This is an optimization exercise on Yosys and OpenROAD, whose aim is small area, not a production implementation.
In this exercise RTL edits were held to simulation tests only and were not proved equivalent to the original.
No activity file was given, so power comes from the tool's default toggle rates. The flow treats the clock pin as an ideal source, which a real chip does not have.

== red ==
==> flow/design.v <==
module avalon_st_pkt_fifo #(
  parameter int DATA_WIDTH      = 64,
  parameter int CHANNEL_WIDTH   = 8,
  parameter int EMPTY_WIDTH     = $clog2(DATA_WIDTH/8),
  parameter int WORDS_AMOUNT    = 16,
  parameter int ADDR_WIDTH      = $clog2(WORDS_AMOUNT),
  parameter int ALMOST_FULL_LVL = WORDS_AMOUNT-4
) (
  input  logic                     clk_i,
  input  logic                     rst_i,
  input  logic                     drop_mode_i,
  input  logic [DATA_WIDTH-1:0]    snk_data_i,
  input  logic [EMPTY_WIDTH-1:0]   snk_empty_i,
  input  logic [CHANNEL_WIDTH-1:0] snk_channel_i,
  input  logic                     snk_sop_i,
  input  logic                     snk_eop_i,
  input  logic                     snk_error_i,
  input  logic                     snk_valid_i,
  output logic                     snk_ready_o,
  output logic [DATA_WIDTH-1:0]    src_data_o,
  output logic [EMPTY_WIDTH-1:0]   src_empty_o,
  output logic [CHANNEL_WIDTH-1:0] src_channel_o,
  output logic                     src_sop_o,
  output logic                     src_eop_o,
  output logic                     src_error_o,
  output logic                     src_valid_o,
  input  logic                     src_ready_i,
  output logic [ADDR_WIDTH:0]      used_words_o,
  output logic [ADDR_WIDTH:0]      pkts_amount_o,
  output logic                     full_o,
  output logic                     almost_full_o,
  output logic                     empty_o,
  output logic                     drop_o,
  output logic [15:0]              drop_cnt_o
);
  localparam int WW = DATA_WIDTH + CHANNEL_WIDTH + EMPTY_WIDTH + 3;
  localparam int PW = ADDR_WIDTH + 1;
  typedef enum logic [1:0] {S_IDLE, S_WRITE, S_DROP} state_t;
  state_t                r_state, w_state_nxt;
  logic                  r_mode;
  logic [WW-1:0]         r_mem [WORDS_AMOUNT];
  logic [PW-1:0]         r_wr_ptr, r_commit_ptr, r_commit_vis, r_out_cnt;
  logic [PW-1:0]         r_pkts, r_used;
  logic                  r_drop, r_src_vld;
  logic                  w_acc, w_read, w_load, w_wr_en, w_pkt_inc, w_drop, w_full;
  logic [ADDR_WIDTH-1:0] w_wr_addr;
  logic [PW-1:0]         w_wr_ptr_nxt, w_commit_nxt, w_wr_inc, w_cm_inc;
  logic [PW-1:0]         w_used_nxt, w_out_cnt_nxt, w_rd_ptr, w_pkts_nxt;
  logic [WW-1:0]         w_wr_dat, w_rd_dat;
  assign w_full      = r_used[ADDR_WIDTH];
  assign w_rd_ptr    = r_out_cnt + PW'(r_src_vld);
  assign snk_ready_o = r_mode | ~w_full;
  assign w_acc       = snk_valid_i & snk_ready_o;
  assign w_wr_dat    = {snk_error_i, snk_sop_i, snk_eop_i, snk_empty_i, snk_channel_i, snk_data_i};
  assign w_wr_inc    = r_wr_ptr + PW'(1);
  assign w_cm_inc    = r_commit_ptr + PW'(1);
  always_comb begin
    w_state_nxt  = r_state;
    w_wr_en      = 1'b0;
    w_wr_addr    = r_wr_ptr[ADDR_WIDTH-1:0];
    w_wr_ptr_nxt = r_wr_ptr;
    w_commit_nxt = r_commit_ptr;
    w_pkt_inc    = 1'b0;
    w_drop       = 1'b0;
    if (!r_mode) begin
      w_state_nxt = S_IDLE;
      if (w_acc) begin
        w_wr_en      = 1'b1;
        w_wr_ptr_nxt = w_wr_inc;
        w_commit_nxt = w_wr_inc;
        w_pkt_inc    = snk_eop_i;
      end
    end else begin
      case (r_state)
        S_IDLE: if (w_acc) begin
          if (!snk_sop_i || w_full) begin
            w_drop = 1'b1;
            if (!snk_eop_i) w_state_nxt = S_DROP;
          end else if (snk_eop_i && snk_error_i) begin
            w_drop = 1'b1;
          end else begin
            w_wr_en      = 1'b1;
            w_wr_ptr_nxt = w_wr_inc;
            if (snk_eop_i) begin
              w_commit_nxt = w_wr_inc;
              w_pkt_inc    = 1'b1;
            end else begin
              w_state_nxt = S_WRITE;
            end
          end
        end
        S_WRITE: if (w_acc) begin
          if (w_full) begin
            w_drop       = 1'b1;
            w_wr_ptr_nxt = r_commit_ptr;
            w_state_nxt  = snk_eop_i ? S_IDLE : S_DROP;
          end else if (snk_sop_i) begin
            w_drop       = 1'b1;
            w_wr_en      = 1'b1;
            w_wr_addr    = r_commit_ptr[ADDR_WIDTH-1:0];
            w_wr_ptr_nxt = w_cm_inc;
            if (snk_eop_i) begin
              w_state_nxt = S_IDLE;
              if (snk_error_i) begin
                w_wr_ptr_nxt = r_commit_ptr;
              end else begin
                w_commit_nxt = w_cm_inc;
                w_pkt_inc    = 1'b1;
              end
            end
          end else if (snk_eop_i) begin
            w_state_nxt = S_IDLE;
            if (snk_error_i) begin
              w_drop       = 1'b1;
              w_wr_ptr_nxt = r_commit_ptr;
            end else begin
              w_wr_en      = 1'b1;
              w_wr_ptr_nxt = w_wr_inc;
              w_commit_nxt = w_wr_inc;
              w_pkt_inc    = 1'b1;
            end
          end else begin
            w_wr_en      = 1'b1;
            w_wr_ptr_nxt = w_wr_inc;
          end
        end
        S_DROP: if (w_acc && snk_eop_i) w_state_nxt = S_IDLE;
        default: w_state_nxt = S_IDLE;
      endcase
    end
  end
  logic [WORDS_AMOUNT-1:0] r_rd_sel_n;
  always_comb begin
    w_rd_dat = '1;
    for (int i = 0; i < WORDS_AMOUNT; i++)
      w_rd_dat = w_rd_dat & ({WW{r_rd_sel_n[i]}} | r_mem[i]);
  end
  always_ff @(posedge clk_i or posedge rst_i) begin
    if (rst_i)       r_rd_sel_n <= {{(WORDS_AMOUNT-1){1'b1}}, 1'b0};
    else if (w_read) r_rd_sel_n <= {r_rd_sel_n[WORDS_AMOUNT-2:0], r_rd_sel_n[WORDS_AMOUNT-1]};
  end
  assign w_read     = r_src_vld & src_ready_i;
  assign w_load     = (w_rd_ptr != r_commit_vis) & (~r_src_vld | src_ready_i);
  assign w_pkts_nxt = r_pkts + PW'(w_pkt_inc) - PW'(w_read & src_eop_o);
  assign w_out_cnt_nxt = r_out_cnt + PW'(w_read);
  assign w_used_nxt    = w_wr_ptr_nxt - w_out_cnt_nxt;
  always_ff @(posedge clk_i) begin
    if (w_wr_en) r_mem[w_wr_addr] <= w_wr_dat;
  end
  always_ff @(posedge clk_i or posedge rst_i) begin
    if (rst_i) begin
      r_state      <= S_IDLE;
      r_mode       <= 1'b1;
      r_wr_ptr     <= '0;
      r_commit_ptr <= '0;
      r_commit_vis <= '0;
      r_out_cnt    <= '0;
      r_pkts       <= '0;
      r_used       <= '0;
      r_drop       <= 1'b0;
      r_src_vld    <= 1'b0;
    end else begin
      r_state      <= w_state_nxt;
      if (r_state == S_IDLE && r_wr_ptr == r_commit_ptr) r_mode <= drop_mode_i;
      r_wr_ptr     <= w_wr_ptr_nxt;
      r_commit_ptr <= w_commit_nxt;
      r_commit_vis <= r_commit_ptr;
      r_out_cnt    <= w_out_cnt_nxt;
      r_pkts       <= w_pkts_nxt;
      r_used       <= w_used_nxt;
      r_drop       <= w_drop;
      if (w_load)      r_src_vld <= 1'b1;
      else if (w_read) r_src_vld <= 1'b0;
    end
  end
  assign {src_error_o, src_sop_o, src_eop_o, src_empty_o, src_channel_o, src_data_o} = w_rd_dat;
  assign src_valid_o   = r_src_vld;
  assign empty_o       = ~r_src_vld;
  assign used_words_o  = r_used;
  assign pkts_amount_o = r_pkts;
  assign full_o        = w_full;
  assign almost_full_o = (r_used >= PW'(ALMOST_FULL_LVL));
  assign drop_o        = r_drop;
  logic [15:0] r_drop_cnt;
  always_ff @(posedge clk_i or posedge rst_i) begin
    if (rst_i)                               r_drop_cnt <= '0;
    else if (w_drop && r_drop_cnt != 16'hFFFF) r_drop_cnt <= r_drop_cnt + 16'd1;
  end
  assign drop_cnt_o = r_drop_cnt;
endmodule
==> flow/config.mk <==
export PLATFORM = sky130hd
export DESIGN_NAME = avalon_st_pkt_fifo
export DESIGN_NICKNAME = avalon_st_pkt_fifo
export VERILOG_FILES = /design/flow/design.v
export SDC_FILE = /design/flow/constraint.sdc
export NUM_CORES = 4
export LEC_CHECK = 0
export CAP_MARGIN = 0
export CORE_MARGIN = 2
export CORE_UTILIZATION = 65
export PLACE_DENSITY = 0.75
export SLEW_MARGIN = 0
==> flow/constraint.sdc <==
create_clock -name core_clock -period 4.0 [get_ports {clk_i}]
set_input_delay 0.8000 -clock core_clock [delete_from_list [all_inputs] [get_ports {clk_i}]]
set_output_delay 0.8000 -clock core_clock [all_outputs]
set_load 0.01 [all_outputs]
standard.sh (not shown) runs the stock make flow with config.mk's settings and CLKGATE_MAP_FILE= SYNTH_SCRIPT=/design/flow/synth_recipe.tcl, a recipe that flattens the netlist after the stock synthesis.
==> flow/flow/run.sh <==
#!/bin/bash
# Standard layout with two changes: ports buffered with buf_2 cells, and a clock tree of
# clkbuf_16 cells without dummy loads. Make's full output goes to standard.log; ORFS keeps
# each step's log under orfs/logs.
set -euo pipefail
export BUFFER_PORTS_ARGS="-buffer_cell sky130_fd_sc_hd__buf_2"
export CTS_ARGS="-sink_clustering_enable -repair_clock_nets -dont_use_dummy_load -buf_list {sky130_fd_sc_hd__clkbuf_16} -sink_clustering_size 30 -sink_clustering_max_diameter 80"
bash standard.sh > standard.log 2>&1
The following lists how blue was set up differently from red:
--- a/flow/design.v
+++ b/flow/design.v
@@ -37,20 +37,21 @@
   localparam int PW = ADDR_WIDTH + 1;
   typedef enum logic [1:0] {S_IDLE, S_WRITE, S_DROP} state_t;
   state_t                r_state, w_state_nxt;
   logic                  r_mode;
   logic [WW-1:0]         r_mem [WORDS_AMOUNT];
   logic [PW-1:0]         r_wr_ptr, r_commit_ptr, r_commit_vis, r_out_cnt;
-  logic [PW-1:0]         r_pkts, r_used;
+  logic [PW-1:0]         r_pkts;
   logic                  r_drop, r_src_vld;
   logic                  w_acc, w_read, w_load, w_wr_en, w_pkt_inc, w_drop, w_full;
   logic [ADDR_WIDTH-1:0] w_wr_addr;
   logic [PW-1:0]         w_wr_ptr_nxt, w_commit_nxt, w_wr_inc, w_cm_inc;
-  logic [PW-1:0]         w_used_nxt, w_out_cnt_nxt, w_rd_ptr, w_pkts_nxt;
+  logic [PW-1:0]         w_used, w_rd_ptr, w_pkts_nxt;
   logic [WW-1:0]         w_wr_dat, w_rd_dat;
-  assign w_full      = r_used[ADDR_WIDTH];
+  assign w_used      = r_wr_ptr - r_out_cnt;
+  assign w_full      = (w_used == PW'(WORDS_AMOUNT));
   assign w_rd_ptr    = r_out_cnt + PW'(r_src_vld);
   assign snk_ready_o = r_mode | ~w_full;
   assign w_acc       = snk_valid_i & snk_ready_o;
   assign w_wr_dat    = {snk_error_i, snk_sop_i, snk_eop_i, snk_empty_i, snk_channel_i, snk_data_i};
   assign w_wr_inc    = r_wr_ptr + PW'(1);
   assign w_cm_inc    = r_commit_ptr + PW'(1);
@@ -139,50 +140,46 @@
     if (rst_i)       r_rd_sel_n <= {{(WORDS_AMOUNT-1){1'b1}}, 1'b0};
     else if (w_read) r_rd_sel_n <= {r_rd_sel_n[WORDS_AMOUNT-2:0], r_rd_sel_n[WORDS_AMOUNT-1]};
   end
   assign w_read     = r_src_vld & src_ready_i;
   assign w_load     = (w_rd_ptr != r_commit_vis) & (~r_src_vld | src_ready_i);
   assign w_pkts_nxt = r_pkts + PW'(w_pkt_inc) - PW'(w_read & src_eop_o);
-  assign w_out_cnt_nxt = r_out_cnt + PW'(w_read);
-  assign w_used_nxt    = w_wr_ptr_nxt - w_out_cnt_nxt;
   always_ff @(posedge clk_i) begin
     if (w_wr_en) r_mem[w_wr_addr] <= w_wr_dat;
   end
   always_ff @(posedge clk_i or posedge rst_i) begin
     if (rst_i) begin
       r_state      <= S_IDLE;
       r_mode       <= 1'b1;
       r_wr_ptr     <= '0;
       r_commit_ptr <= '0;
       r_commit_vis <= '0;
       r_out_cnt    <= '0;
       r_pkts       <= '0;
-      r_used       <= '0;
       r_drop       <= 1'b0;
       r_src_vld    <= 1'b0;
     end else begin
       r_state      <= w_state_nxt;
       if (r_state == S_IDLE && r_wr_ptr == r_commit_ptr) r_mode <= drop_mode_i;
       r_wr_ptr     <= w_wr_ptr_nxt;
       r_commit_ptr <= w_commit_nxt;
       r_commit_vis <= r_commit_ptr;
-      r_out_cnt    <= w_out_cnt_nxt;
+      r_out_cnt    <= r_out_cnt + PW'(w_read);
       r_pkts       <= w_pkts_nxt;
-      r_used       <= w_used_nxt;
       r_drop       <= w_drop;
       if (w_load)      r_src_vld <= 1'b1;
       else if (w_read) r_src_vld <= 1'b0;
     end
   end
   assign {src_error_o, src_sop_o, src_eop_o, src_empty_o, src_channel_o, src_data_o} = w_rd_dat;
   assign src_valid_o   = r_src_vld;
   assign empty_o       = ~r_src_vld;
-  assign used_words_o  = r_used;
+  assign used_words_o  = w_used;
   assign pkts_amount_o = r_pkts;
   assign full_o        = w_full;
-  assign almost_full_o = (r_used >= PW'(ALMOST_FULL_LVL));
+  assign almost_full_o = (w_used >= PW'(ALMOST_FULL_LVL));
   assign drop_o        = r_drop;
   logic [15:0] r_drop_cnt;
   always_ff @(posedge clk_i or posedge rst_i) begin
     if (rst_i)                               r_drop_cnt <= '0;
     else if (w_drop && r_drop_cnt != 16'hFFFF) r_drop_cnt <= r_drop_cnt + 16'd1;
   end
==> comparison <==
Delta (blue minus red): post-route worst hold slack has increased; average detailed-routed wire length per instance has increased; mapped cell area has decreased; clock network contribution to total cell area has remained practically unchanged.
The final layout from blue, which completed every stage, passed the timing, DRC and antenna checks at the end of the flow.
blue ended up with src_data_o[10] as its end point of the critical path; red ended up with src_data_o[19].
red has a lower combinational cell fraction of total power than blue.

==> afterwards: timing with drivers on the ports <==
In the flow no input, the clock included, has a driving cell. The finished layouts below were timed again as built, in two steps.
Step 1: set_driving_cell puts a clkbuf_16 on clk_i and a buf_2 on each other input, an assumption about the parent block.
Step 2 times the ports against the registers' clock, not the clock port: input delays grow and output delays shrink by t, the midpoint of the rising clock arrivals with the driver on.
Three values: no drivers, after step 1, after step 2; two values: the first two.
| run | shift t [ns] | setup slack, ns | worst data-port slew with drivers (ns) |
|---|---|---|---|
| red | 0.700 | 0.091 / 0.028 / 0.430 | 0.14 |
| blue | 0.677 | 0.038 / -0.025 / 0.158 | 0.12 |
After both steps setup and hold are still met in every run listed.
